This is an optimization exercise on Yosys and OpenROAD, whose aim is small area, a short achievable clock period and few clock cycles per item, not a production implementation. Only simulation tests tie the RTL to the original design; equivalence was not proved.

==> flow/design.v <==
`timescale 1ns / 1ps
module epoch_seconds_to_date (
    input  logic        i_clk,
    input  logic        i_rst_n,
    input  logic        start,
    output logic        busy,
    input  logic [31:0] i_epoch_seconds,
    output logic        o_done,
    output logic [11:0] o_year,
    output logic [3:0]  o_month,
    output logic [4:0]  o_day,
    output logic [4:0]  o_hour,
    output logic [5:0]  o_minute,
    output logic [5:0]  o_second
);
    localparam logic [31:0] SKIP_2100 = 32'd4107542400;
    logic        r_vld;
    logic [15:0] r_days;      
    logic [0:0]  r_skip;      
    logic [9:0]  r_qlo;       
    logic [6:0]  r_s7;        
    logic [24:0] q;
    assign q = i_epoch_seconds[31:7];
    logic a1;
    logic a2;
    logic a3;
    logic a4;
    logic a5;
    logic a6;
    logic a7;
    logic a8;
    logic a9;
    logic a10;
    logic a11;
    logic a12;
    logic a13;
    logic a14;
    logic a15;
    logic a16;
    logic a17;
    logic a18;
    logic a19;
    logic a20;
    logic a21;
    logic a22;
    logic a23;
    logic a24;
    logic a25;
    logic a26;
    logic a27;
    logic a28;
    logic a29;
    logic a30;
    logic a31;
    logic a32;
    logic a33;
    logic a34;
    logic a35;
    logic a36;
    logic a37;
    logic a38;
    logic a39;
    logic a40;
    logic a41;
    logic a42;
    logic a43;
    logic a44;
    logic a45;
    logic a46;
    logic a47;
    logic a48;
    logic a49;
    logic a50;
    logic a51;
    logic a52;
    logic a53;
    logic a54;
    logic a55;
    logic a56;
    logic a57;
    logic a58;
    logic a59;
    logic a60;
    logic a61;
    logic a62;
    logic a63;
    logic a64;
    logic a65;
    logic a66;
    logic a67;
    logic a68;
    logic a69;
    logic a70;
    logic a71;
    logic a72;
    logic a73;
    logic a74;
    logic a75;
    logic a76;
    logic a77;
    logic a78;
    logic a79;
    logic a80;
    logic a81;
    logic a82;
    logic a83;
    logic a84;
    logic a85;
    logic a86;
    logic a87;
    logic a88;
    logic a89;
    logic a90;
    logic a91;
    logic a92;
    logic a93;
    logic a94;
    logic a95;
    logic a96;
    logic a97;
    logic a98;
    logic a99;
    logic a100;
    logic a101;
    logic a102;
    logic a103;
    logic a104;
    logic a105;
    logic a106;
    logic a107;
    logic a108;
    logic a109;
    logic a110;
    logic a111;
    logic a112;
    logic a113;
    logic a114;
    logic a115;
    logic a116;
    logic a117;
    logic a118;
    logic a119;
    logic a120;
    logic a121;
    logic a122;
    logic a123;
    logic a124;
    logic a125;
    logic a126;
    logic a127;
    logic a128;
    logic a129;
    logic a130;
    logic a131;
    logic a132;
    logic a133;
    logic a134;
    logic a135;
    logic a136;
    logic a137;
    logic a138;
    logic a139;
    logic a140;
    logic a141;
    logic a142;
    logic a143;
    logic a144;
    logic a145;
    logic a146;
    logic a147;
    logic a148;
    logic a149;
    logic a150;
    logic a151;
    logic a152;
    logic a153;
    logic a154;
    logic a155;
    logic a156;
    logic a157;
    logic a158;
    logic a159;
    logic a160;
    logic a161;
    logic a162;
    logic a163;
    logic a164;
    logic a165;
    logic a166;
    logic a167;
    logic a168;
    logic a169;
    logic a170;
    logic a171;
    logic a172;
    logic a173;
    logic a174;
    logic a175;
    logic a176;
    logic a177;
    logic a178;
    logic a179;
    logic a180;
    logic a181;
    logic a182;
    logic a183;
    logic a184;
    logic a185;
    logic a186;
    logic a187;
    logic a188;
    logic a189;
    logic a190;
    logic a191;
    logic a192;
    logic a193;
    logic a194;
    logic a195;
    logic a196;
    logic a197;
    logic a198;
    logic a199;
    logic a200;
    logic a201;
    logic a202;
    logic a203;
    logic a204;
    logic a205;
    logic a206;
    logic a207;
    logic a208;
    logic a209;
    logic a210;
    logic a211;
    logic a212;
    logic a213;
    logic a214;
    logic a215;
    logic a216;
    logic a217;
    logic a218;
    logic a219;
    logic a220;
    logic a221;
    logic a222;
    logic a223;
    logic a224;
    logic a225;
    logic a226;
    logic a227;
    logic a228;
    logic a229;
    logic a230;
    logic a231;
    logic a232;
    logic a233;
    logic a234;
    logic a235;
    logic a236;
    logic a237;
    logic a238;
    logic a239;
    logic a240;
    logic a241;
    logic a242;
    logic a243;
    logic a244;
    logic a245;
    logic a246;
    logic a247;
    logic a248;
    logic a249;
    logic a250;
    logic a251;
    logic a252;
    logic a253;
    logic a254;
    logic a255;
    logic a256;
    logic a257;
    logic a258;
    logic a259;
    logic a260;
    logic a261;
    logic a262;
    logic a263;
    logic a264;
    logic a265;
    logic a266;
    logic a267;
    logic a268;
    logic a269;
    logic a270;
    logic a271;
    logic a272;
    logic a273;
    logic a274;
    logic a275;
    logic a276;
    logic a277;
    logic a278;
    logic a279;
    logic a280;
    logic a281;
    logic a282;
    logic a283;
    logic a284;
    logic a285;
    logic a286;
    logic a287;
    logic a288;
    logic a289;
    logic a290;
    logic a291;
    logic a292;
    logic a293;
    logic a294;
    logic a295;
    logic a296;
    logic a297;
    logic a298;
    logic a299;
    logic a300;
    logic a301;
    logic a302;
    logic a303;
    logic a304;
    logic a305;
    logic a306;
    logic a307;
    logic a308;
    logic a309;
    logic a310;
    logic a311;
    logic a312;
    logic a313;
    logic a314;
    logic a315;
    logic a316;
    logic a317;
    logic a318;
    logic a319;
    logic a320;
    logic a321;
    logic a322;
    logic a323;
    logic a324;
    logic [27:0] n_days_a, n_days_b, n_days_s;
    logic [15:0] n_days;
    esd_ha u_a1 (.a(q[24]), .b(q[22]), .s(a1), .co(a2));
    esd_ha u_a3 (.a(q[21]), .b(q[19]), .s(a3), .co(a4));
    esd_fa u_a5 (.a(q[22]), .b(q[20]), .c(q[16]), .s(a5), .co(a6));
    esd_ha u_a7 (.a(q[8]), .b(q[5]), .s(a7), .co(a8));
    esd_fa u_a9 (.a(q[23]), .b(q[21]), .c(q[17]), .s(a9), .co(a10));
    esd_fa u_a11 (.a(q[14]), .b(q[11]), .c(q[1]), .s(a11), .co(a12));
    esd_fa u_a13 (.a(a1), .b(q[18]), .c(q[10]), .s(a13), .co(a14));
    esd_ha u_a15 (.a(q[15]), .b(q[12]), .s(a15), .co(a16));
    esd_ha u_a17 (.a(q[7]), .b(q[0]), .s(a17), .co(a18));
    esd_fa u_a19 (.a(q[23]), .b(q[19]), .c(q[11]), .s(a19), .co(a20));
    esd_fa u_a21 (.a(q[16]), .b(q[13]), .c(q[3]), .s(a21), .co(a22));
    esd_fa u_a23 (.a(q[8]), .b(q[1]), .c(a2), .s(a23), .co(a24));
    esd_fa u_a25 (.a(q[24]), .b(q[20]), .c(q[12]), .s(a25), .co(a26));
    esd_fa u_a27 (.a(q[17]), .b(q[14]), .c(q[4]), .s(a27), .co(a28));
    esd_ha u_a29 (.a(q[9]), .b(q[2]), .s(a29), .co(a30));
    esd_fa u_a31 (.a(q[21]), .b(q[13]), .c(q[10]), .s(a31), .co(a32));
    esd_fa u_a33 (.a(q[18]), .b(q[15]), .c(q[5]), .s(a33), .co(a34));
    esd_fa u_a35 (.a(q[22]), .b(q[14]), .c(q[11]), .s(a35), .co(a36));
    assign a37 = q[19] ^ q[16];
    assign a38 = q[19] | q[16];
    esd_fa u_a39 (.a(q[23]), .b(q[15]), .c(q[12]), .s(a39), .co(a40));
    assign a41 = q[20] ^ q[17];
    assign a42 = q[20] | q[17];
    esd_fa u_a43 (.a(q[24]), .b(q[16]), .c(q[13]), .s(a43), .co(a44));
    assign a45 = q[21] ^ q[18];
    assign a46 = q[21] | q[18];
    esd_fa u_a47 (.a(q[22]), .b(q[19]), .c(q[9]), .s(a47), .co(a48));
    esd_ha u_a49 (.a(q[18]), .b(q[15]), .s(a49), .co(a50));
    esd_ha u_a51 (.a(q[19]), .b(q[16]), .s(a51), .co(a52));
    esd_ha u_a53 (.a(q[20]), .b(q[17]), .s(a53), .co(a54));
    esd_ha u_a55 (.a(q[21]), .b(q[18]), .s(a55), .co(a56));
    esd_ha u_a57 (.a(q[22]), .b(q[19]), .s(a57), .co(a58));
    esd_fa u_a59 (.a(a3), .b(q[15]), .c(q[7]), .s(a59), .co(a60));
    esd_fa u_a61 (.a(q[13]), .b(q[10]), .c(q[0]), .s(a61), .co(a62));
    esd_ha u_a63 (.a(a5), .b(a7), .s(a63), .co(a64));
    esd_fa u_a65 (.a(a9), .b(q[9]), .c(q[6]), .s(a65), .co(a66));
    assign a67 = ~a11;
    esd_fa u_a68 (.a(a6), .b(a8), .c(a67), .s(a68), .co(a69));
    esd_fa u_a70 (.a(a15), .b(q[2]), .c(a12), .s(a70), .co(a71));
    esd_fa u_a72 (.a(a13), .b(a17), .c(a10), .s(a72), .co(a73));
    esd_fa u_a74 (.a(a19), .b(a23), .c(a14), .s(a74), .co(a75));
    assign a76 = ~a18;
    esd_fa u_a77 (.a(a21), .b(a16), .c(a76), .s(a77), .co(a78));
    esd_fa u_a79 (.a(a25), .b(a29), .c(a20), .s(a79), .co(a80));
    assign a81 = ~a24;
    esd_fa u_a82 (.a(a27), .b(a22), .c(a81), .s(a82), .co(a83));
    esd_fa u_a84 (.a(a31), .b(q[3]), .c(a26), .s(a84), .co(a85));
    assign a86 = ~a30;
    esd_fa u_a87 (.a(a33), .b(a28), .c(a86), .s(a87), .co(a88));
    esd_fa u_a89 (.a(a35), .b(a37), .c(q[4]), .s(a89), .co(a90));
    assign a91 = ~a32;
    esd_fa u_a92 (.a(q[6]), .b(a34), .c(a91), .s(a92), .co(a93));
    esd_fa u_a94 (.a(a39), .b(a41), .c(q[5]), .s(a94), .co(a95));
    assign a96 = ~a36;
    esd_fa u_a97 (.a(q[7]), .b(a38), .c(a96), .s(a97), .co(a98));
    esd_fa u_a99 (.a(a43), .b(a45), .c(q[6]), .s(a99), .co(a100));
    assign a101 = ~a40;
    esd_fa u_a102 (.a(q[8]), .b(a42), .c(a101), .s(a102), .co(a103));
    esd_fa u_a104 (.a(q[17]), .b(q[14]), .c(q[7]), .s(a104), .co(a105));
    assign a106 = ~a44;
    esd_fa u_a107 (.a(a47), .b(a46), .c(a106), .s(a107), .co(a108));
    esd_fa u_a109 (.a(q[23]), .b(q[20]), .c(q[10]), .s(a109), .co(a110));
    assign a111 = ~a48;
    esd_fa u_a112 (.a(a49), .b(q[8]), .c(a111), .s(a112), .co(a113));
    esd_fa u_a114 (.a(q[24]), .b(q[21]), .c(q[11]), .s(a114), .co(a115));
    esd_fa u_a116 (.a(a51), .b(q[9]), .c(a50), .s(a116), .co(a117));
    esd_ha u_a118 (.a(q[22]), .b(q[12]), .s(a118), .co(a119));
    esd_fa u_a120 (.a(a53), .b(q[10]), .c(a52), .s(a120), .co(a121));
    esd_ha u_a122 (.a(q[23]), .b(q[13]), .s(a122), .co(a123));
    esd_fa u_a124 (.a(a55), .b(q[11]), .c(a54), .s(a124), .co(a125));
    esd_ha u_a126 (.a(q[24]), .b(q[14]), .s(a126), .co(a127));
    esd_fa u_a128 (.a(a57), .b(q[12]), .c(a56), .s(a128), .co(a129));
    esd_fa u_a130 (.a(q[23]), .b(q[20]), .c(q[13]), .s(a130), .co(a131));
    assign a132 = a58 ^ q[15];
    assign a133 = a58 & ~q[15];
    esd_fa u_a134 (.a(q[24]), .b(q[21]), .c(q[14]), .s(a134), .co(a135));
    assign a136 = ~q[17];
    esd_fa u_a137 (.a(q[22]), .b(q[15]), .c(a136), .s(a137), .co(a138));
    esd_ha u_a139 (.a(q[23]), .b(q[16]), .s(a139), .co(a140));
    esd_ha u_a141 (.a(q[24]), .b(q[17]), .s(a141), .co(a142));
    esd_ha u_a143 (.a(a59), .b(q[4]), .s(a143), .co(a144));
    esd_fa u_a145 (.a(a63), .b(a4), .c(a60), .s(a145), .co(a146));
    esd_fa u_a147 (.a(a65), .b(a68), .c(a64), .s(a147), .co(a148));
    esd_fa u_a149 (.a(a72), .b(a66), .c(a69), .s(a149), .co(a150));
    assign a151 = ~a77;
    esd_fa u_a152 (.a(a74), .b(a73), .c(a151), .s(a152), .co(a153));
    assign a154 = ~a82;
    esd_fa u_a155 (.a(a79), .b(a75), .c(a154), .s(a155), .co(a156));
    assign a157 = ~a87;
    esd_fa u_a158 (.a(a84), .b(a80), .c(a157), .s(a158), .co(a159));
    assign a160 = ~a92;
    esd_fa u_a161 (.a(a89), .b(a85), .c(a160), .s(a161), .co(a162));
    assign a163 = ~a97;
    esd_fa u_a164 (.a(a94), .b(a90), .c(a163), .s(a164), .co(a165));
    assign a166 = ~a102;
    esd_fa u_a167 (.a(a99), .b(a95), .c(a166), .s(a167), .co(a168));
    assign a169 = ~a107;
    esd_fa u_a170 (.a(a104), .b(a100), .c(a169), .s(a170), .co(a171));
    assign a172 = ~a109;
    esd_fa u_a173 (.a(a112), .b(a105), .c(a172), .s(a173), .co(a174));
    assign a175 = ~a114;
    esd_fa u_a176 (.a(a116), .b(a113), .c(a175), .s(a176), .co(a177));
    assign a178 = ~a118;
    esd_fa u_a179 (.a(a120), .b(a117), .c(a178), .s(a179), .co(a180));
    assign a181 = ~a122;
    esd_fa u_a182 (.a(a124), .b(a121), .c(a181), .s(a182), .co(a183));
    assign a184 = ~a126;
    esd_fa u_a185 (.a(a128), .b(a125), .c(a184), .s(a185), .co(a186));
    assign a187 = ~a132;
    esd_fa u_a188 (.a(a130), .b(a129), .c(a187), .s(a188), .co(a189));
    esd_fa u_a190 (.a(a134), .b(q[16]), .c(a131), .s(a190), .co(a191));
    esd_ha u_a192 (.a(a137), .b(a135), .s(a192), .co(a193));
    assign a194 = ~q[18];
    esd_fa u_a195 (.a(a139), .b(a138), .c(a194), .s(a195), .co(a196));
    assign a197 = ~q[19];
    esd_fa u_a198 (.a(a141), .b(a140), .c(a197), .s(a198), .co(a199));
    assign a200 = ~q[20];
    esd_fa u_a201 (.a(q[18]), .b(a142), .c(a200), .s(a201), .co(a202));
    assign a203 = q[12] ^ q[9];
    assign a204 = q[12] | q[9];
    assign a205 = ~a61;
    esd_fa u_a206 (.a(a145), .b(a144), .c(a205), .s(a206), .co(a207));
    assign a208 = ~a62;
    esd_fa u_a209 (.a(a147), .b(a146), .c(a208), .s(a209), .co(a210));
    assign a211 = ~a70;
    esd_fa u_a212 (.a(a149), .b(a148), .c(a211), .s(a212), .co(a213));
    assign a214 = ~a71;
    esd_fa u_a215 (.a(a152), .b(a150), .c(a214), .s(a215), .co(a216));
    assign a217 = ~a78;
    esd_fa u_a218 (.a(a155), .b(a153), .c(a217), .s(a218), .co(a219));
    assign a220 = ~a83;
    esd_fa u_a221 (.a(a158), .b(a156), .c(a220), .s(a221), .co(a222));
    assign a223 = ~a88;
    esd_fa u_a224 (.a(a161), .b(a159), .c(a223), .s(a224), .co(a225));
    assign a226 = ~a93;
    esd_fa u_a227 (.a(a164), .b(a162), .c(a226), .s(a227), .co(a228));
    assign a229 = ~a98;
    esd_fa u_a230 (.a(a167), .b(a165), .c(a229), .s(a230), .co(a231));
    assign a232 = ~a103;
    esd_fa u_a233 (.a(a170), .b(a168), .c(a232), .s(a233), .co(a234));
    assign a235 = ~a108;
    esd_fa u_a236 (.a(a173), .b(a171), .c(a235), .s(a236), .co(a237));
    assign a238 = ~a110;
    esd_fa u_a239 (.a(a176), .b(a174), .c(a238), .s(a239), .co(a240));
    assign a241 = ~a115;
    esd_fa u_a242 (.a(a179), .b(a177), .c(a241), .s(a242), .co(a243));
    assign a244 = ~a119;
    esd_fa u_a245 (.a(a182), .b(a180), .c(a244), .s(a245), .co(a246));
    assign a247 = ~a123;
    esd_fa u_a248 (.a(a185), .b(a183), .c(a247), .s(a248), .co(a249));
    assign a250 = ~a127;
    esd_fa u_a251 (.a(a188), .b(a186), .c(a250), .s(a251), .co(a252));
    esd_fa u_a253 (.a(a190), .b(a133), .c(a189), .s(a253), .co(a254));
    esd_fa u_a255 (.a(a192), .b(q[16]), .c(a191), .s(a255), .co(a256));
    esd_ha u_a257 (.a(a195), .b(a193), .s(a257), .co(a258));
    esd_ha u_a259 (.a(a198), .b(a196), .s(a259), .co(a260));
    esd_ha u_a261 (.a(a201), .b(a199), .s(a261), .co(a262));
    esd_fa u_a263 (.a(q[21]), .b(q[19]), .c(a202), .s(a263), .co(a264));
    assign a265 = ~q[21];
    esd_fa u_a266 (.a(q[22]), .b(q[20]), .c(a265), .s(a266), .co(a267));
    assign a268 = ~q[22];
    esd_fa u_a269 (.a(q[23]), .b(q[21]), .c(a268), .s(a269), .co(a270));
    assign a271 = ~q[23];
    esd_fa u_a272 (.a(q[24]), .b(q[22]), .c(a271), .s(a272), .co(a273));
    assign a274 = q[23] ^ q[24];
    assign a275 = q[23] & ~q[24];
    esd_ha u_a276 (.a(a257), .b(q[16]), .s(a276), .co(a277));
    esd_ha u_a278 (.a(a259), .b(a258), .s(a278), .co(a279));
    esd_ha u_a280 (.a(a261), .b(a260), .s(a280), .co(a281));
    esd_ha u_a282 (.a(a263), .b(a262), .s(a282), .co(a283));
    esd_ha u_a284 (.a(a266), .b(a264), .s(a284), .co(a285));
    esd_ha u_a286 (.a(a269), .b(a267), .s(a286), .co(a287));
    esd_ha u_a288 (.a(a272), .b(a270), .s(a288), .co(a289));
    assign a290 = a273 ^ a274;
    assign a291 = a273 & ~a274;
    assign a292 = a275 ^ q[24];
    assign a293 = a275 & ~q[24];
    esd_ha u_a294 (.a(a278), .b(q[16]), .s(a294), .co(a295));
    esd_ha u_a296 (.a(a280), .b(a279), .s(a296), .co(a297));
    esd_ha u_a298 (.a(a282), .b(a281), .s(a298), .co(a299));
    esd_ha u_a300 (.a(a284), .b(a283), .s(a300), .co(a301));
    esd_ha u_a302 (.a(a286), .b(a285), .s(a302), .co(a303));
    esd_ha u_a304 (.a(a288), .b(a287), .s(a304), .co(a305));
    assign a306 = a289 ^ a290;
    assign a307 = a289 & ~a290;
    assign a308 = a291 ^ a292;
    assign a309 = a291 & ~a292;
    esd_ha u_a310 (.a(a296), .b(q[16]), .s(a310), .co(a311));
    assign a312 = ~q[16];
    esd_fa u_a313 (.a(a298), .b(a297), .c(a312), .s(a313), .co(a314));
    esd_ha u_a315 (.a(a300), .b(a299), .s(a315), .co(a316));
    esd_ha u_a317 (.a(a302), .b(a301), .s(a317), .co(a318));
    esd_ha u_a319 (.a(a304), .b(a303), .s(a319), .co(a320));
    assign a321 = a305 ^ a306;
    assign a322 = a305 & ~a306;
    assign a323 = a307 ^ a308;
    assign a324 = a307 & ~a308;
    assign n_days_a = {~a323, ~a321, a319, a317, a315, a313, a310, a294, a276, a255, a253, a251, a248, a245, a242, a239, a236, a233, a230, a227, a224, a221, a218, a215, a212, a209, a206, a203};
    assign n_days_b = {a322, a320, a318, a316, a314, a311, a295, a277, a256, a254, a252, a249, a246, a243, a240, a237, a234, a231, a228, a225, a222, a219, a216, a213, a210, a207, ~a204, a143};
    assign n_days_s = n_days_a + n_days_b;
    assign n_days = n_days_s[27:12];
    always_ff @(posedge i_clk) begin
        if (!i_rst_n) r_vld <= 1'b0;
        else          r_vld <= start;
    end
    always_ff @(posedge i_clk) begin
        r_days <= n_days;
        r_skip <= i_epoch_seconds >= SKIP_2100;
        r_qlo  <= i_epoch_seconds[16:7];
        r_s7   <= i_epoch_seconds[6:0];
    end
    logic [5:0]  yidx_q;
    logic [12:0] u;           
    logic [14:0] x;           
    logic [3:0]  mp;          
    logic [8:0]  mstart;
    logic w1;
    logic w2;
    logic w3;
    logic w4;
    logic w5;
    logic w6;
    logic w7;
    logic w8;
    logic w9;
    logic w10;
    logic w11;
    logic w12;
    logic w13;
    logic w14;
    logic w15;
    logic w16;
    logic w17;
    logic w18;
    logic w19;
    logic w20;
    logic w21;
    logic w22;
    logic w23;
    logic w24;
    logic w25;
    logic w26;
    logic w27;
    logic w28;
    logic w29;
    logic w30;
    logic w31;
    logic w32;
    logic w33;
    logic w34;
    logic w35;
    logic w36;
    logic w37;
    logic w38;
    logic w39;
    logic w40;
    logic w41;
    logic w42;
    logic w43;
    logic w44;
    logic w45;
    logic w46;
    logic w47;
    logic w48;
    logic w49;
    logic w50;
    logic w51;
    logic w52;
    logic w53;
    logic w54;
    logic w55;
    logic w56;
    logic w57;
    logic w58;
    logic w59;
    logic w60;
    logic w61;
    logic w62;
    logic w63;
    logic w64;
    logic w65;
    logic w66;
    logic w67;
    logic w68;
    logic w69;
    logic w70;
    logic w71;
    logic w72;
    logic w73;
    logic w74;
    logic w75;
    logic w76;
    logic w77;
    logic w78;
    logic w79;
    logic w80;
    logic w81;
    logic w82;
    logic w83;
    logic w84;
    logic w85;
    logic w86;
    logic w87;
    logic w88;
    logic w89;
    logic w90;
    logic w91;
    logic w92;
    logic w93;
    logic w94;
    logic w95;
    logic w96;
    logic w97;
    logic w98;
    logic w99;
    logic w100;
    logic w101;
    logic w102;
    logic w103;
    logic w104;
    logic w105;
    logic w106;
    logic w107;
    logic w108;
    logic w109;
    logic w110;
    logic w111;
    logic w112;
    logic w113;
    logic w114;
    logic w115;
    logic w116;
    logic w117;
    logic w118;
    logic w119;
    logic w120;
    logic w121;
    logic w122;
    logic w123;
    logic w124;
    logic w125;
    logic w126;
    logic w127;
    logic w128;
    logic w129;
    logic w130;
    logic w131;
    logic w132;
    logic w133;
    logic w134;
    logic w135;
    logic w136;
    logic w137;
    logic w138;
    logic w139;
    logic w140;
    logic w141;
    logic w142;
    logic w143;
    logic w144;
    logic w145;
    logic w146;
    logic w147;
    logic w148;
    logic w149;
    logic w150;
    logic w151;
    logic w152;
    logic w153;
    logic w154;
    logic w155;
    logic w156;
    logic w157;
    logic w158;
    logic w159;
    logic w160;
    logic w161;
    logic w162;
    logic w163;
    logic w164;
    logic w165;
    logic w166;
    logic w167;
    logic w168;
    logic w169;
    logic w170;
    logic w171;
    logic w172;
    logic w173;
    logic w174;
    logic w175;
    logic w176;
    logic [20:0] yidx_a, yidx_b, yidx_s;
    logic [7:0] yidx;
    logic w177;
    logic w178;
    logic w179;
    logic w180;
    logic w181;
    logic w182;
    logic w183;
    logic w184;
    logic w185;
    logic w186;
    logic w187;
    logic w188;
    logic w189;
    logic w190;
    logic w191;
    logic w192;
    logic w193;
    logic w194;
    logic w195;
    logic w196;
    logic w197;
    logic w198;
    logic w199;
    logic w200;
    logic w201;
    logic w202;
    logic w203;
    logic w204;
    logic w205;
    logic w206;
    logic w207;
    logic w208;
    logic w209;
    logic w210;
    logic w211;
    logic w212;
    logic w213;
    logic w214;
    logic w215;
    logic w216;
    logic w217;
    logic w218;
    logic w219;
    logic w220;
    logic w221;
    logic w222;
    logic w223;
    logic w224;
    logic w225;
    logic w226;
    logic w227;
    logic w228;
    logic w229;
    logic w230;
    logic w231;
    logic w232;
    logic w233;
    logic w234;
    logic w235;
    logic w236;
    logic w237;
    logic w238;
    logic w239;
    logic w240;
    logic w241;
    logic [8:0] doy_a, doy_b, doy_s;
    logic [8:0] doy;
    logic w242;
    logic w243;
    logic w244;
    logic w245;
    logic w246;
    logic w247;
    logic w248;
    logic w249;
    logic w250;
    logic w251;
    logic w252;
    logic w253;
    logic w254;
    logic w255;
    logic w256;
    logic w257;
    logic w258;
    logic w259;
    logic w260;
    logic w261;
    logic w262;
    logic w263;
    logic w264;
    logic w265;
    logic w266;
    logic w267;
    logic w268;
    logic w269;
    logic w270;
    logic w271;
    logic w272;
    logic w273;
    logic w274;
    logic w275;
    logic w276;
    logic w277;
    logic w278;
    logic w279;
    logic w280;
    logic w281;
    logic w282;
    logic w283;
    logic w284;
    logic w285;
    logic w286;
    logic w287;
    logic w288;
    logic w289;
    logic w290;
    logic w291;
    logic w292;
    logic w293;
    logic w294;
    logic w295;
    logic w296;
    logic w297;
    logic w298;
    logic w299;
    logic w300;
    logic w301;
    logic w302;
    logic w303;
    logic w304;
    logic w305;
    logic w306;
    logic w307;
    logic w308;
    logic w309;
    logic w310;
    logic w311;
    logic w312;
    logic w313;
    logic w314;
    logic w315;
    logic w316;
    logic w317;
    logic w318;
    logic w319;
    logic w320;
    logic w321;
    logic w322;
    logic w323;
    logic w324;
    logic [9:0] rem_a, rem_b, rem_s;
    logic [9:0] rem;
    logic w325;
    logic w326;
    logic w327;
    logic w328;
    logic w329;
    logic w330;
    logic w331;
    logic w332;
    logic w333;
    logic w334;
    logic w335;
    logic w336;
    logic w337;
    logic w338;
    logic w339;
    logic w340;
    logic w341;
    logic w342;
    logic w343;
    logic w344;
    logic w345;
    logic w346;
    logic w347;
    logic w348;
    logic w349;
    logic w350;
    logic w351;
    logic w352;
    logic w353;
    logic w354;
    logic w355;
    logic w356;
    logic w357;
    logic w358;
    logic w359;
    logic w360;
    logic w361;
    logic w362;
    logic w363;
    logic w364;
    logic w365;
    logic w366;
    logic w367;
    logic w368;
    logic w369;
    logic w370;
    logic w371;
    logic w372;
    logic w373;
    logic w374;
    logic w375;
    logic w376;
    logic w377;
    logic w378;
    logic w379;
    logic w380;
    logic w381;
    logic w382;
    logic w383;
    logic w384;
    logic w385;
    logic w386;
    logic w387;
    logic w388;
    logic w389;
    logic w390;
    logic w391;
    logic w392;
    logic w393;
    logic w394;
    logic w395;
    logic w396;
    logic w397;
    logic w398;
    logic w399;
    logic w400;
    logic [13:0] hour_a, hour_b, hour_s;
    logic [4:0] hour;
    logic w401;
    logic w402;
    logic w403;
    logic w404;
    logic w405;
    logic w406;
    logic w407;
    logic w408;
    logic w409;
    logic w410;
    logic w411;
    logic w412;
    logic w413;
    logic w414;
    logic w415;
    logic w416;
    logic w417;
    logic w418;
    logic w419;
    logic w420;
    logic w421;
    logic w422;
    logic w423;
    logic w424;
    logic w425;
    logic w426;
    logic w427;
    logic w428;
    logic w429;
    logic w430;
    logic w431;
    logic w432;
    logic w433;
    logic w434;
    logic w435;
    logic w436;
    logic w437;
    logic w438;
    logic w439;
    logic w440;
    logic w441;
    logic w442;
    logic w443;
    logic w444;
    logic w445;
    logic w446;
    logic w447;
    logic w448;
    logic w449;
    logic w450;
    logic w451;
    logic w452;
    logic w453;
    logic w454;
    logic w455;
    logic w456;
    logic w457;
    logic w458;
    logic w459;
    logic w460;
    logic w461;
    logic w462;
    logic w463;
    logic w464;
    logic [11:0] mt_a, mt_b, mt_s;
    logic [5:0] mt;
    assign yidx_q = yidx[7:2];
    assign u = {rem, r_s7[6:4]};
    assign x = {rem, r_s7[6:2]};
    esd_ha u_w1 (.a(r_days[13]), .b(r_days[11]), .s(w1), .co(w2));
    esd_ha u_w3 (.a(r_days[14]), .b(r_days[12]), .s(w3), .co(w4));
    esd_ha u_w5 (.a(r_days[15]), .b(r_days[13]), .s(w5), .co(w6));
    esd_fa u_w7 (.a(r_days[10]), .b(r_days[7]), .c(r_days[2]), .s(w7), .co(w8));
    esd_fa u_w9 (.a(r_days[14]), .b(r_days[11]), .c(r_days[8]), .s(w9), .co(w10));
    esd_fa u_w11 (.a(r_days[15]), .b(r_days[12]), .c(r_days[9]), .s(w11), .co(w12));
    esd_ha u_w13 (.a(r_days[6]), .b(r_days[0]), .s(w13), .co(w14));
    esd_fa u_w15 (.a(r_days[13]), .b(r_days[10]), .c(r_days[5]), .s(w15), .co(w16));
    esd_ha u_w17 (.a(r_days[14]), .b(r_days[11]), .s(w17), .co(w18));
    esd_ha u_w19 (.a(r_days[9]), .b(r_days[3]), .s(w19), .co(w20));
    esd_ha u_w21 (.a(r_days[12]), .b(r_days[10]), .s(w21), .co(w22));
    esd_fa u_w23 (.a(w1), .b(r_days[8]), .c(r_days[5]), .s(w23), .co(w24));
    assign w25 = r_days[0] ^ r_skip[0];
    assign w26 = r_days[0] | r_skip[0];
    esd_fa u_w27 (.a(w3), .b(r_days[9]), .c(r_days[6]), .s(w27), .co(w28));
    assign w29 = ~r_days[3];
    esd_fa u_w30 (.a(r_days[1]), .b(w2), .c(w29), .s(w30), .co(w31));
    esd_fa u_w32 (.a(w5), .b(w7), .c(r_days[0]), .s(w32), .co(w33));
    assign w34 = ~r_days[4];
    esd_fa u_w35 (.a(r_skip[0]), .b(w4), .c(w34), .s(w35), .co(w36));
    esd_fa u_w37 (.a(w9), .b(r_days[3]), .c(r_days[1]), .s(w37), .co(w38));
    assign w39 = ~r_days[5];
    esd_fa u_w40 (.a(w6), .b(w8), .c(w39), .s(w40), .co(w41));
    esd_fa u_w42 (.a(w11), .b(r_days[4]), .c(r_days[2]), .s(w42), .co(w43));
    assign w44 = ~w10;
    esd_fa u_w45 (.a(w13), .b(r_skip[0]), .c(w44), .s(w45), .co(w46));
    esd_fa u_w47 (.a(w15), .b(r_days[3]), .c(w12), .s(w47), .co(w48));
    esd_fa u_w49 (.a(r_days[7]), .b(r_days[1]), .c(w14), .s(w49), .co(w50));
    esd_fa u_w51 (.a(w17), .b(r_days[6]), .c(r_days[4]), .s(w51), .co(w52));
    assign w53 = ~w16;
    esd_fa u_w54 (.a(r_days[8]), .b(r_days[2]), .c(w53), .s(w54), .co(w55));
    esd_fa u_w56 (.a(r_days[15]), .b(r_days[12]), .c(r_days[7]), .s(w56), .co(w57));
    assign w58 = ~w19;
    esd_fa u_w59 (.a(r_days[5]), .b(w18), .c(w58), .s(w59), .co(w60));
    esd_fa u_w61 (.a(r_days[13]), .b(r_days[8]), .c(r_days[6]), .s(w61), .co(w62));
    esd_fa u_w63 (.a(r_days[10]), .b(r_days[4]), .c(w20), .s(w63), .co(w64));
    esd_fa u_w65 (.a(r_days[14]), .b(r_days[9]), .c(r_days[7]), .s(w65), .co(w66));
    esd_ha u_w67 (.a(r_days[11]), .b(r_days[5]), .s(w67), .co(w68));
    esd_ha u_w69 (.a(r_days[15]), .b(r_days[10]), .s(w69), .co(w70));
    assign w71 = ~r_days[8];
    esd_fa u_w72 (.a(r_days[12]), .b(r_days[6]), .c(w71), .s(w72), .co(w73));
    assign w74 = ~r_days[11];
    esd_fa u_w75 (.a(r_days[13]), .b(r_days[7]), .c(w74), .s(w75), .co(w76));
    esd_ha u_w77 (.a(r_days[12]), .b(r_days[10]), .s(w77), .co(w78));
    esd_ha u_w79 (.a(r_days[15]), .b(r_days[9]), .s(w79), .co(w80));
    assign w81 = w21 ^ r_days[7];
    assign w82 = w21 | r_days[7];
    assign w83 = ~w23;
    esd_fa u_w84 (.a(w25), .b(r_days[2]), .c(w83), .s(w84), .co(w85));
    esd_fa u_w86 (.a(w27), .b(w30), .c(w24), .s(w86), .co(w87));
    esd_fa u_w88 (.a(w32), .b(w35), .c(w28), .s(w88), .co(w89));
    esd_fa u_w90 (.a(w37), .b(w40), .c(w33), .s(w90), .co(w91));
    esd_fa u_w92 (.a(w42), .b(w38), .c(w41), .s(w92), .co(w93));
    assign w94 = ~w47;
    esd_fa u_w95 (.a(w49), .b(w46), .c(w94), .s(w95), .co(w96));
    assign w97 = ~w51;
    esd_fa u_w98 (.a(w54), .b(w50), .c(w97), .s(w98), .co(w99));
    esd_fa u_w100 (.a(w56), .b(w59), .c(w52), .s(w100), .co(w101));
    esd_fa u_w102 (.a(w61), .b(w57), .c(w60), .s(w102), .co(w103));
    assign w104 = ~w65;
    esd_fa u_w105 (.a(w67), .b(w64), .c(w104), .s(w105), .co(w106));
    assign w107 = ~w69;
    esd_fa u_w108 (.a(w72), .b(w68), .c(w107), .s(w108), .co(w109));
    assign w110 = ~r_days[9];
    esd_fa u_w111 (.a(w75), .b(w73), .c(w110), .s(w111), .co(w112));
    esd_fa u_w113 (.a(r_days[14]), .b(r_days[8]), .c(w76), .s(w113), .co(w114));
    esd_fa u_w115 (.a(r_days[13]), .b(r_days[11]), .c(w78), .s(w115), .co(w116));
    assign w117 = ~r_days[14];
    esd_fa u_w118 (.a(r_days[10]), .b(w80), .c(w117), .s(w118), .co(w119));
    assign w120 = r_days[15] ^ r_days[13];
    assign w121 = r_days[15] | r_days[13];
    esd_ha u_w122 (.a(w81), .b(r_days[1]), .s(w122), .co(w123));
    assign w124 = ~w84;
    esd_fa u_w125 (.a(w22), .b(w82), .c(w124), .s(w125), .co(w126));
    assign w127 = ~w85;
    esd_fa u_w128 (.a(w86), .b(w26), .c(w127), .s(w128), .co(w129));
    esd_fa u_w130 (.a(w88), .b(w31), .c(w87), .s(w130), .co(w131));
    esd_fa u_w132 (.a(w90), .b(w36), .c(w89), .s(w132), .co(w133));
    assign w134 = ~w45;
    esd_fa u_w135 (.a(w92), .b(w91), .c(w134), .s(w135), .co(w136));
    assign w137 = ~w95;
    esd_fa u_w138 (.a(w43), .b(w93), .c(w137), .s(w138), .co(w139));
    assign w140 = ~w48;
    esd_fa u_w141 (.a(w98), .b(w96), .c(w140), .s(w141), .co(w142));
    assign w143 = ~w100;
    esd_fa u_w144 (.a(w55), .b(w99), .c(w143), .s(w144), .co(w145));
    assign w146 = ~w63;
    esd_fa u_w147 (.a(w102), .b(w101), .c(w146), .s(w147), .co(w148));
    assign w149 = ~w105;
    esd_fa u_w150 (.a(w62), .b(w103), .c(w149), .s(w150), .co(w151));
    assign w152 = ~w66;
    esd_fa u_w153 (.a(w108), .b(w106), .c(w152), .s(w153), .co(w154));
    assign w155 = ~w70;
    esd_fa u_w156 (.a(w111), .b(w109), .c(w155), .s(w156), .co(w157));
    assign w158 = ~w77;
    esd_fa u_w159 (.a(w113), .b(w112), .c(w158), .s(w159), .co(w160));
    assign w161 = ~w115;
    esd_fa u_w162 (.a(w79), .b(w114), .c(w161), .s(w162), .co(w163));
    assign w164 = ~w118;
    esd_fa u_w165 (.a(r_days[12]), .b(w116), .c(w164), .s(w165), .co(w166));
    esd_fa u_w167 (.a(w120), .b(r_days[11]), .c(w119), .s(w167), .co(w168));
    assign w169 = ~w121;
    esd_fa u_w170 (.a(r_days[14]), .b(r_days[12]), .c(w169), .s(w170), .co(w171));
    assign w172 = ~r_days[14];
    esd_fa u_w173 (.a(r_days[15]), .b(r_days[13]), .c(w172), .s(w173), .co(w174));
    assign w175 = r_days[14] ^ r_days[15];
    assign w176 = r_days[14] & ~r_days[15];
    assign yidx_a = {~r_days[15], ~w175, w173, w170, w167, ~w165, w162, w159, w156, w153, ~w150, ~w147, w144, w141, ~w138, ~w135, ~w132, ~w130, ~w128, ~w125, w122};
    assign yidx_b = {w176, w174, w171, w168, ~w166, w163, w160, w157, w154, ~w151, ~w148, w145, w142, ~w139, ~w136, ~w133, ~w131, ~w129, ~w126, w123, ~r_days[4]};
    assign yidx_s = yidx_a + yidx_b;
    assign yidx = yidx_s[20:13];
    esd_ha u_w177 (.a(r_days[0]), .b(r_skip[0]), .s(w177), .co(w178));
    esd_ha u_w179 (.a(r_days[4]), .b(yidx[2]), .s(w179), .co(w180));
    esd_ha u_w181 (.a(yidx[5]), .b(yidx_q[5]), .s(w181), .co(w182));
    esd_ha u_w183 (.a(r_days[5]), .b(yidx[3]), .s(w183), .co(w184));
    esd_fa u_w185 (.a(r_days[6]), .b(yidx[4]), .c(yidx[2]), .s(w185), .co(w186));
    esd_fa u_w187 (.a(r_days[7]), .b(yidx[5]), .c(yidx[3]), .s(w187), .co(w188));
    assign w189 = yidx[0] ^ yidx[7];
    assign w190 = yidx[0] & ~yidx[7];
    esd_fa u_w191 (.a(r_days[8]), .b(yidx[6]), .c(yidx[4]), .s(w191), .co(w192));
    assign w193 = yidx[0] ^ yidx_q[0];
    assign w194 = yidx[0] | yidx_q[0];
    assign w195 = ~yidx[1];
    esd_fa u_w196 (.a(r_days[1]), .b(w178), .c(w195), .s(w196), .co(w197));
    assign w198 = ~yidx[2];
    esd_fa u_w199 (.a(r_days[2]), .b(yidx[0]), .c(w198), .s(w199), .co(w200));
    assign w201 = ~yidx[3];
    esd_fa u_w202 (.a(r_days[3]), .b(yidx[1]), .c(w201), .s(w202), .co(w203));
    assign w204 = ~yidx[4];
    esd_fa u_w205 (.a(w179), .b(yidx[0]), .c(w204), .s(w205), .co(w206));
    esd_fa u_w207 (.a(w183), .b(yidx[1]), .c(w180), .s(w207), .co(w208));
    esd_fa u_w209 (.a(w185), .b(yidx[6]), .c(w184), .s(w209), .co(w210));
    assign w211 = ~w189;
    esd_fa u_w212 (.a(w187), .b(w186), .c(w211), .s(w212), .co(w213));
    esd_fa u_w214 (.a(w191), .b(w188), .c(w190), .s(w214), .co(w215));
    esd_ha u_w216 (.a(w193), .b(w177), .s(w216), .co(w217));
    assign w218 = ~w196;
    esd_fa u_w219 (.a(yidx_q[1]), .b(w194), .c(w218), .s(w219), .co(w220));
    assign w221 = ~yidx_q[2];
    esd_fa u_w222 (.a(w199), .b(w197), .c(w221), .s(w222), .co(w223));
    assign w224 = ~yidx_q[3];
    esd_fa u_w225 (.a(w202), .b(w200), .c(w224), .s(w225), .co(w226));
    assign w227 = ~yidx_q[4];
    esd_fa u_w228 (.a(w205), .b(w203), .c(w227), .s(w228), .co(w229));
    assign w230 = ~w181;
    esd_fa u_w231 (.a(w207), .b(w206), .c(w230), .s(w231), .co(w232));
    assign w233 = ~w182;
    esd_fa u_w234 (.a(w209), .b(w208), .c(w233), .s(w234), .co(w235));
    assign w236 = ~yidx[6];
    esd_fa u_w237 (.a(w212), .b(w210), .c(w236), .s(w237), .co(w238));
    assign w239 = ~yidx[1];
    esd_fa u_w240 (.a(w214), .b(w213), .c(w239), .s(w240), .co(w241));
    assign doy_a = {w240, w237, w234, w231, w228, w225, w222, ~w219, w216};
    assign doy_b = {w238, w235, w232, w229, w226, w223, ~w220, w217, 1'b1};
    assign doy_s = doy_a + doy_b;
    assign doy = doy_s[8:0];
    assign w242 = r_days[9] ^ r_days[8];
    assign w243 = r_days[9] | r_days[8];
    assign w244 = r_days[5] ^ r_days[4];
    assign w245 = r_days[5] | r_days[4];
    assign w246 = r_days[6] ^ r_days[5];
    assign w247 = r_days[6] | r_days[5];
    esd_ha u_w248 (.a(r_days[7]), .b(r_days[6]), .s(w248), .co(w249));
    assign w250 = r_days[2] ^ r_days[0];
    assign w251 = r_days[2] | r_days[0];
    esd_fa u_w252 (.a(r_days[8]), .b(r_days[7]), .c(r_days[3]), .s(w252), .co(w253));
    assign w254 = r_qlo[8] ^ r_days[1];
    assign w255 = r_qlo[8] & ~r_days[1];
    esd_ha u_w256 (.a(r_days[4]), .b(r_days[2]), .s(w256), .co(w257));
    assign w258 = ~r_days[0];
    esd_fa u_w259 (.a(w242), .b(r_qlo[9]), .c(w258), .s(w259), .co(w260));
    assign w261 = r_days[1] ^ r_days[0];
    assign w262 = r_days[1] | r_days[0];
    assign w263 = r_days[2] ^ r_days[1];
    assign w264 = r_days[2] | r_days[1];
    assign w265 = r_days[3] ^ r_days[2];
    assign w266 = r_days[3] | r_days[2];
    assign w267 = r_days[4] ^ r_days[3];
    assign w268 = r_days[4] | r_days[3];
    assign w269 = ~r_days[0];
    esd_fa u_w270 (.a(w244), .b(r_qlo[5]), .c(w269), .s(w270), .co(w271));
    assign w272 = ~r_days[1];
    esd_fa u_w273 (.a(w246), .b(r_qlo[6]), .c(w272), .s(w273), .co(w274));
    assign w275 = ~w248;
    esd_fa u_w276 (.a(w250), .b(r_qlo[7]), .c(w275), .s(w276), .co(w277));
    esd_fa u_w278 (.a(w252), .b(w254), .c(w249), .s(w278), .co(w279));
    assign w280 = ~w256;
    esd_fa u_w281 (.a(w259), .b(w255), .c(w280), .s(w281), .co(w282));
    esd_ha u_w283 (.a(w261), .b(r_qlo[1]), .s(w283), .co(w284));
    assign w285 = ~w262;
    esd_fa u_w286 (.a(w263), .b(r_qlo[2]), .c(w285), .s(w286), .co(w287));
    assign w288 = ~w264;
    esd_fa u_w289 (.a(w265), .b(r_qlo[3]), .c(w288), .s(w289), .co(w290));
    assign w291 = ~w266;
    esd_fa u_w292 (.a(w267), .b(r_qlo[4]), .c(w291), .s(w292), .co(w293));
    assign w294 = ~w270;
    esd_ha u_w295 (.a(w268), .b(w294), .s(w295), .co(w296));
    assign w297 = ~w245;
    esd_fa u_w298 (.a(w273), .b(w271), .c(w297), .s(w298), .co(w299));
    assign w300 = ~w247;
    esd_fa u_w301 (.a(w276), .b(w274), .c(w300), .s(w301), .co(w302));
    assign w303 = ~w277;
    esd_fa u_w304 (.a(w278), .b(w251), .c(w303), .s(w304), .co(w305));
    assign w306 = ~w281;
    esd_fa u_w307 (.a(w253), .b(w279), .c(w306), .s(w307), .co(w308));
    esd_ha u_w309 (.a(w286), .b(w284), .s(w309), .co(w310));
    esd_ha u_w311 (.a(w289), .b(w287), .s(w311), .co(w312));
    esd_ha u_w313 (.a(w292), .b(w290), .s(w313), .co(w314));
    assign w315 = w293 ^ w295;
    assign w316 = w293 & ~w295;
    assign w317 = w298 ^ w296;
    assign w318 = w298 & ~w296;
    esd_ha u_w319 (.a(w301), .b(w299), .s(w319), .co(w320));
    assign w321 = w302 ^ w304;
    assign w322 = w302 & ~w304;
    assign w323 = w307 ^ w305;
    assign w324 = w307 | w305;
    assign rem_a = {w323, ~w321, w319, ~w317, ~w315, w313, w311, w309, r_days[0], r_days[0]};
    assign rem_b = {w322, w320, w318, w316, w314, w312, w310, ~r_days[0], w283, r_qlo[0]};
    assign rem_s = rem_a + rem_b;
    assign rem = rem_s[9:0];
    esd_ha u_w325 (.a(u[9]), .b(u[7]), .s(w325), .co(w326));
    esd_fa u_w327 (.a(u[10]), .b(u[8]), .c(u[7]), .s(w327), .co(w328));
    esd_ha u_w329 (.a(u[3]), .b(u[0]), .s(w329), .co(w330));
    esd_fa u_w331 (.a(u[11]), .b(u[9]), .c(u[8]), .s(w331), .co(w332));
    esd_ha u_w333 (.a(u[4]), .b(u[1]), .s(w333), .co(w334));
    esd_fa u_w335 (.a(u[12]), .b(u[10]), .c(u[9]), .s(w335), .co(w336));
    esd_ha u_w337 (.a(u[5]), .b(u[2]), .s(w337), .co(w338));
    esd_fa u_w339 (.a(u[11]), .b(u[10]), .c(u[6]), .s(w339), .co(w340));
    esd_ha u_w341 (.a(u[12]), .b(u[11]), .s(w341), .co(w342));
    esd_ha u_w343 (.a(w325), .b(u[6]), .s(w343), .co(w344));
    esd_fa u_w345 (.a(w327), .b(w329), .c(w326), .s(w345), .co(w346));
    esd_fa u_w347 (.a(w331), .b(w333), .c(w328), .s(w347), .co(w348));
    esd_fa u_w349 (.a(w335), .b(w337), .c(w332), .s(w349), .co(w350));
    esd_fa u_w351 (.a(w339), .b(u[3]), .c(w336), .s(w351), .co(w352));
    esd_fa u_w353 (.a(w341), .b(u[7]), .c(u[4]), .s(w353), .co(w354));
    esd_fa u_w355 (.a(u[12]), .b(u[8]), .c(u[5]), .s(w355), .co(w356));
    esd_ha u_w357 (.a(w343), .b(u[2]), .s(w357), .co(w358));
    esd_ha u_w359 (.a(w345), .b(w344), .s(w359), .co(w360));
    esd_fa u_w361 (.a(w347), .b(w330), .c(w346), .s(w361), .co(w362));
    esd_fa u_w363 (.a(w349), .b(w334), .c(w348), .s(w363), .co(w364));
    esd_fa u_w365 (.a(w351), .b(w338), .c(w350), .s(w365), .co(w366));
    esd_fa u_w367 (.a(w353), .b(w340), .c(w352), .s(w367), .co(w368));
    esd_fa u_w369 (.a(w355), .b(w342), .c(w354), .s(w369), .co(w370));
    esd_fa u_w371 (.a(u[9]), .b(u[6]), .c(w356), .s(w371), .co(w372));
    esd_ha u_w373 (.a(u[10]), .b(u[7]), .s(w373), .co(w374));
    esd_ha u_w375 (.a(u[11]), .b(u[8]), .s(w375), .co(w376));
    esd_ha u_w377 (.a(u[12]), .b(u[9]), .s(w377), .co(w378));
    esd_ha u_w379 (.a(w359), .b(w358), .s(w379), .co(w380));
    esd_ha u_w381 (.a(w361), .b(w360), .s(w381), .co(w382));
    esd_ha u_w383 (.a(w363), .b(w362), .s(w383), .co(w384));
    esd_ha u_w385 (.a(w365), .b(w364), .s(w385), .co(w386));
    esd_ha u_w387 (.a(w367), .b(w366), .s(w387), .co(w388));
    esd_ha u_w389 (.a(w369), .b(w368), .s(w389), .co(w390));
    esd_ha u_w391 (.a(w371), .b(w370), .s(w391), .co(w392));
    esd_ha u_w393 (.a(w373), .b(w372), .s(w393), .co(w394));
    esd_ha u_w395 (.a(w375), .b(w374), .s(w395), .co(w396));
    esd_ha u_w397 (.a(w377), .b(w376), .s(w397), .co(w398));
    esd_ha u_w399 (.a(u[10]), .b(w378), .s(w399), .co(w400));
    assign hour_a = {u[12], u[11], w399, w397, w395, w393, w391, w389, w387, w385, w383, w381, w379, w357};
    assign hour_b = {1'b0, w400, w398, w396, w394, w392, w390, w388, w386, w384, w382, w380, 1'b1, 1'b1};
    assign hour_s = hour_a + hour_b;
    assign hour = hour_s[13:9];
    esd_ha u_w401 (.a(x[12]), .b(x[8]), .s(w401), .co(w402));
    esd_ha u_w403 (.a(x[13]), .b(x[9]), .s(w403), .co(w404));
    esd_ha u_w405 (.a(x[14]), .b(x[10]), .s(w405), .co(w406));
    esd_ha u_w407 (.a(w401), .b(x[4]), .s(w407), .co(w408));
    esd_fa u_w409 (.a(w403), .b(x[5]), .c(x[1]), .s(w409), .co(w410));
    esd_fa u_w411 (.a(w405), .b(x[6]), .c(x[2]), .s(w411), .co(w412));
    esd_fa u_w413 (.a(x[11]), .b(x[7]), .c(x[3]), .s(w413), .co(w414));
    esd_ha u_w415 (.a(x[12]), .b(x[8]), .s(w415), .co(w416));
    esd_ha u_w417 (.a(x[13]), .b(x[9]), .s(w417), .co(w418));
    esd_ha u_w419 (.a(x[14]), .b(x[10]), .s(w419), .co(w420));
    esd_ha u_w421 (.a(x[10]), .b(x[6]), .s(w421), .co(w422));
    esd_fa u_w423 (.a(x[11]), .b(x[7]), .c(x[3]), .s(w423), .co(w424));
    esd_ha u_w425 (.a(w407), .b(x[0]), .s(w425), .co(w426));
    esd_fa u_w427 (.a(w409), .b(w402), .c(w408), .s(w427), .co(w428));
    esd_fa u_w429 (.a(w411), .b(w404), .c(w410), .s(w429), .co(w430));
    esd_fa u_w431 (.a(w413), .b(w406), .c(w412), .s(w431), .co(w432));
    esd_fa u_w433 (.a(w415), .b(x[4]), .c(w414), .s(w433), .co(w434));
    esd_fa u_w435 (.a(w417), .b(x[5]), .c(w416), .s(w435), .co(w436));
    esd_fa u_w437 (.a(w419), .b(x[6]), .c(w418), .s(w437), .co(w438));
    esd_fa u_w439 (.a(x[11]), .b(x[7]), .c(w420), .s(w439), .co(w440));
    esd_ha u_w441 (.a(x[12]), .b(x[8]), .s(w441), .co(w442));
    esd_ha u_w443 (.a(x[13]), .b(x[9]), .s(w443), .co(w444));
    esd_ha u_w445 (.a(w425), .b(w424), .s(w445), .co(w446));
    esd_ha u_w447 (.a(w427), .b(w426), .s(w447), .co(w448));
    esd_ha u_w449 (.a(w429), .b(w428), .s(w449), .co(w450));
    esd_ha u_w451 (.a(w431), .b(w430), .s(w451), .co(w452));
    esd_ha u_w453 (.a(w433), .b(w432), .s(w453), .co(w454));
    esd_ha u_w455 (.a(w435), .b(w434), .s(w455), .co(w456));
    esd_ha u_w457 (.a(w437), .b(w436), .s(w457), .co(w458));
    esd_ha u_w459 (.a(w439), .b(w438), .s(w459), .co(w460));
    esd_ha u_w461 (.a(w441), .b(w440), .s(w461), .co(w462));
    esd_ha u_w463 (.a(w443), .b(w442), .s(w463), .co(w464));
    assign mt_a = {w463, w461, w459, w457, w455, w453, w451, w449, w447, w445, w423, w421};
    assign mt_b = {w462, w460, w458, w456, w454, w452, w450, w448, w446, 1'b1, w422, x[2]};
    assign mt_s = mt_a + mt_b;
    assign mt = mt_s[11:6];
    always_comb begin
        mp = 4'd0;
        if (doy >= 9'd31)  mp = 4'd1;
        if (doy >= 9'd61)  mp = 4'd2;
        if (doy >= 9'd92)  mp = 4'd3;
        if (doy >= 9'd122) mp = 4'd4;
        if (doy >= 9'd153) mp = 4'd5;
        if (doy >= 9'd184) mp = 4'd6;
        if (doy >= 9'd214) mp = 4'd7;
        if (doy >= 9'd245) mp = 4'd8;
        if (doy >= 9'd275) mp = 4'd9;
        if (doy >= 9'd306) mp = 4'd10;
        if (doy >= 9'd337) mp = 4'd11;
        case (mp)
            4'd0:    mstart = 9'd0;
            4'd1:    mstart = 9'd31;
            4'd2:    mstart = 9'd61;
            4'd3:    mstart = 9'd92;
            4'd4:    mstart = 9'd122;
            4'd5:    mstart = 9'd153;
            4'd6:    mstart = 9'd184;
            4'd7:    mstart = 9'd214;
            4'd8:    mstart = 9'd245;
            4'd9:    mstart = 9'd275;
            4'd10:   mstart = 9'd306;
            default: mstart = 9'd337;
        endcase
    end
    assign busy     = 1'b0;
    assign o_done   = r_vld;
    assign o_year   = 12'd1968 + 12'(yidx) + 12'(mp >= 4'd10);
    assign o_month  = (mp >= 4'd10) ? mp - 4'd9 : mp + 4'd3;
    assign o_day    = 5'(doy) - 5'(mstart) + 5'd1;
    assign o_hour   = hour;
    assign o_minute = mt + {hour[3:0], 2'b00};
    assign o_second = {x[3:0] + mt[3:0], r_s7[1:0]};
endmodule
module esd_fa (
    input  logic a,
    input  logic b,
    input  logic c,
    output logic s,
    output logic co
);
    assign s  = a ^ b ^ c;
    assign co = (a & b) | (a & c) | (b & c);
endmodule
module esd_ha (
    input  logic a,
    input  logic b,
    output logic s,
    output logic co
);
    assign s  = a ^ b;
    assign co = a & b;
endmodule
==> flow/run.sh <==
#!/bin/bash
# synth_recipe.tcl (not shown) runs the flow's synth.tcl, then flattens the netlist and writes it again
# the make line also repeats each setting of config.mk as NAME=value (left out here)
make -C /OpenROAD-flow-scripts/flow DESIGN_CONFIG=/design/flow/config.mk WORK_HOME=/design/flow/orfs CLKGATE_MAP_FILE= SYNTH_SCRIPT=/design/flow/synth_recipe.tcl finish
==> flow/config.mk <==
export PLATFORM = sky130hd
export DESIGN_NAME = epoch_seconds_to_date
export DESIGN_NICKNAME = epoch_seconds_to_date
export VERILOG_FILES = /design/flow/design.v
export SDC_FILE = /design/flow/constraint.sdc
export NUM_CORES = 4
export LEC_CHECK = 0
export CAP_MARGIN = 20
export CORE_MARGIN = 2
export CORE_UTILIZATION = 40
export SLEW_MARGIN = 20
export SYNTH_HIERARCHICAL = 1
==> flow/constraint.sdc <==
create_clock -name core_clock -period 20.0 [get_ports {i_clk}]
set_input_delay 4.0000 -clock core_clock [delete_from_list [all_inputs] [get_ports {i_clk}]]
set_output_delay 4.0000 -clock core_clock [all_outputs]
set_load 0.01 [all_outputs]
==> qor.yml <==
run_status:
  status: "no timing/DRC/antenna violations"
routing:
  drc: 0
  dr.pass1.iters: 6
  wl_um: 22050
  vias: 7293
  wl_per_cell_um: 15.32
  drtAntennaViolNets: 0
  via_per_inst: 5.068
  drt_iter0_drc: 252
critical_path:
  slowest_delay_ns: 0.73
  cp-start-kind: "register"
  worstPathArrival_ns: 11.47
  crit_fanout: 12
  cp.required_ns: 16.00
  end_kind: "output pin"
  critical_path_class: "register to output pin"
  crit_slowest_cell: "dfxtp_1"
hold_path:
  min_from: "i_epoch_seconds[1]"
  hold_depth: 1
  hold_end: "r_s7[1]"
  hold_class: "input port to register"
final_layout:
  n_antenna_cell: 0
  fin_nets: 1581
  syn_to_final_growth_pct: 12.14
  fin_cells: 1439
  layout-drive-gt1-share_pct: 2.823
  finalInstanceArea_um2: 12290
timing:
  final-setup-viol-count: 0
  worst_pin_slew_ns: 1.020
  fin_crit_ns: 15.47
  rsz0062_at_grt: "no"
  worst_slack_ns: 4.534
  fin_setup_tns_ns: 0
  relSlewSlack_pct: 31.77
  fmax_mhz: 64.66
  period_share_pct: 77.33
  hold_violations: 0
  finalMaxSlewViolations: 0
logic_synthesis:
  synth.most_common_cell: "ha_1"
  synth_edf_count: 0
  netlist_instances: 1018
  synth_nets: 1502
  ys_seq_elements: 35
  avgSynthCellArea_um2: 10.77
  synthArstFlopShare_pct: 0
  synth.distinct_cells: 67
  synth_area_leaders: "fa_1 (38%), ha_1 (27%), dfxtp_1 (6.4%)"
  seq_area_frac_synth_pct: 6.391
  synth_top_area_cell: "fa_1"
  yosys_warnings: 7
  ys.flop_type: "dfxtp_1"
  synth_top_area_share_pct: 38.35
  ys_top_cells_by_count: "ha_1 (239), fa_1 (210), inv_1 (165), a21oi_1 (50), xnor2_1 (47)"
  syn_area_um2: 10960
floorplan:
  dieArea_um2: 28750
  start_util_pct: 40.68
  core_um2: 26950
  row_count: 60
  die_h_um: 169.6
  die_width_um: 169.6
  boundaryPins: 75
clocking:
  post-cts-setup-buffers: 0
  tritoncts.num_buffers: 5
  cts_root_buffer: "clkbuf_16"
  holdBufCountCts: 0
  h-tree-depth: 2
  cts_tree: "built"
  cts_max_path_buffers: 2
  clock_sinks: 35
  cts_resized: 0
  clkSlewWorstSetupHoldPaths_ns: 0.06
grt:
  grt_pass1_vias: 7943
  grt_pass1_wl_um: 38830
  antenna_found_initial: 0
  grt_usage_pct: 16.88
  grt_max_degree: 14
  grt-ovfl-total: 0
place:
  placed_area_um2: 12120
  port_buffers: 73
  dp_cells: 1431
  hpwl_um: 19190
  gp_congestion: 0.8086
  place_ws_ns: 4.786
run:
  maxCapViolations: 0
routing by layer:
layer | vias up | wire length [um] | GRT usage (%)
li1 | 3555 | - | -
met1 | 3648 | 10540 | 22.96
met2 | 83 | 10750 | 29.80
met3 | 7 | 660 | 2.169
met4 | 0 | 102 | 1.821
met5 | - | 0 | 0
cells in the final DEF, fill, tap and decap left out, types with 5 or more instances in the layout:
master / n
a21o_1: 26
a21oi_1: 50
and3_1: 8
buf_4: 5
clkbuf_16: 5
clkdlybuf4s50_1: 73
dfxtp_1: 35
fa_1: 210
ha_1: 239
inv_1: 165
nand2_1: 27
nand3_1: 8
nor2_1: 37
nor3_1: 21
o21a_1: 7
o21ai_0: 16
xnor2_1: 47
xor2_1: 28
registers in the layout, indices dropped and copies added (netlist names):
register / cells
r_days: 16
r_s7: 7
r_skip: 1
r_vld: 1
r_qlo: 10
cells by family after synthesis:
kind of cell | Yosys count | synth area share [%]
AOI/OAI and AO/OA | 151 | 9.633
xor gates and xnor gates | 75 | 5.992
adders and majority gates | 449 | 65.62
buffers and inverters | 171 | 5.969
DFF | 35 | 6.391
muxes | 3 | 0.2853
other | 1 | 0.03421
and+or+nand+nor | 133 | 6.072
per-stage QoR:
step,hold slack (ns),utilization [%]
3_5_place_dp,4.452,44.98
2_1_floorplan,4.028,-
3_3_place_gp,4.450,44.98
5_1_grt,4.150,45.62
4_1_cts,4.142,45.62
6_report,4.150,45.62
critical path: cells and delay by family, from the launching register on:
kind,cells,cell delay [ns]
fa+ha+maj,12,4.99
compound gates,12,3.06
xor+xnor,4,0.75
flops,1,0.73
simple gates,3,0.68
buf+inv,3,0.65
mux,1,0.34
modules after synthesis, one instance, submodules excluded:
module                 times used  cell area [um^2]  flops+latches
esd_fa                        205             20.02              0
esd_ha                        107             12.51              0
epoch_seconds_to_date           1              5520             35
worst max path at each step:
stage               from  endpoint  slack (ns)  cells past startpoint
3_5_place_dp   r_days[8]  o_day[4]        4.79                     35
5_1_grt        r_days[8]  o_day[4]        3.68                     38
2_1_floorplan  r_days[8]  o_day[4]        6.33                     35
6_report       r_days[8]  o_day[4]        4.53                     35
4_1_cts        r_days[8]  o_day[4]        4.46                     35
3_3_place_gp   r_days[8]  o_day[4]        5.03                     35
layout make-up:
| cell class | instances | area [um^2] |
|---|---|---|
| fill | 2569 | 14660 |
| timing repair buffer | 78 | 768.2 |
| sequential | 35 | 700.7 |
| inverter | 165 | 619.3 |
| clock buffer | 5 | 125.1 |
| clock inverter | 3 | 46.29 |
| tap | 341 | 426.7 |
| multi-input combinational | 812 | 9608 |
Testbench counts, summed over its fixed seeds: cycles 3,208, items 3,200.

## port drivers added, routing unchanged
The results above use ideal ports. As a check the final layout listed here was re-extracted and re-timed, cells and wires unchanged.
Step 1 (the two cells are an assumption about what drives the block):
set clk [get_ports {i_clk}]
set_driving_cell -lib_cell sky130_fd_sc_hd__clkbuf_16 $clk
set_driving_cell -lib_cell sky130_fd_sc_hd__buf_2 [delete_from_list [all_inputs] $clk]
Step 2 moves the port delays by t, midway between the first and last clock arrival at a register: inputs arrive t later, outputs are due t later. That takes back most of the time a late clock gives input paths.
Slacks: ideal / step 1 / step 2; pairs: ideal / step 1.
t, ns: 0.329
slack for setup (ns): 4.534 / 4.490 / 4.819
worst slew at a driven data input, ns: 0.04
After both steps setup and hold are still met in this run. For this run, drivers alone change the setup slack by -0.044 ns; drivers and shift together by +0.285 ns.
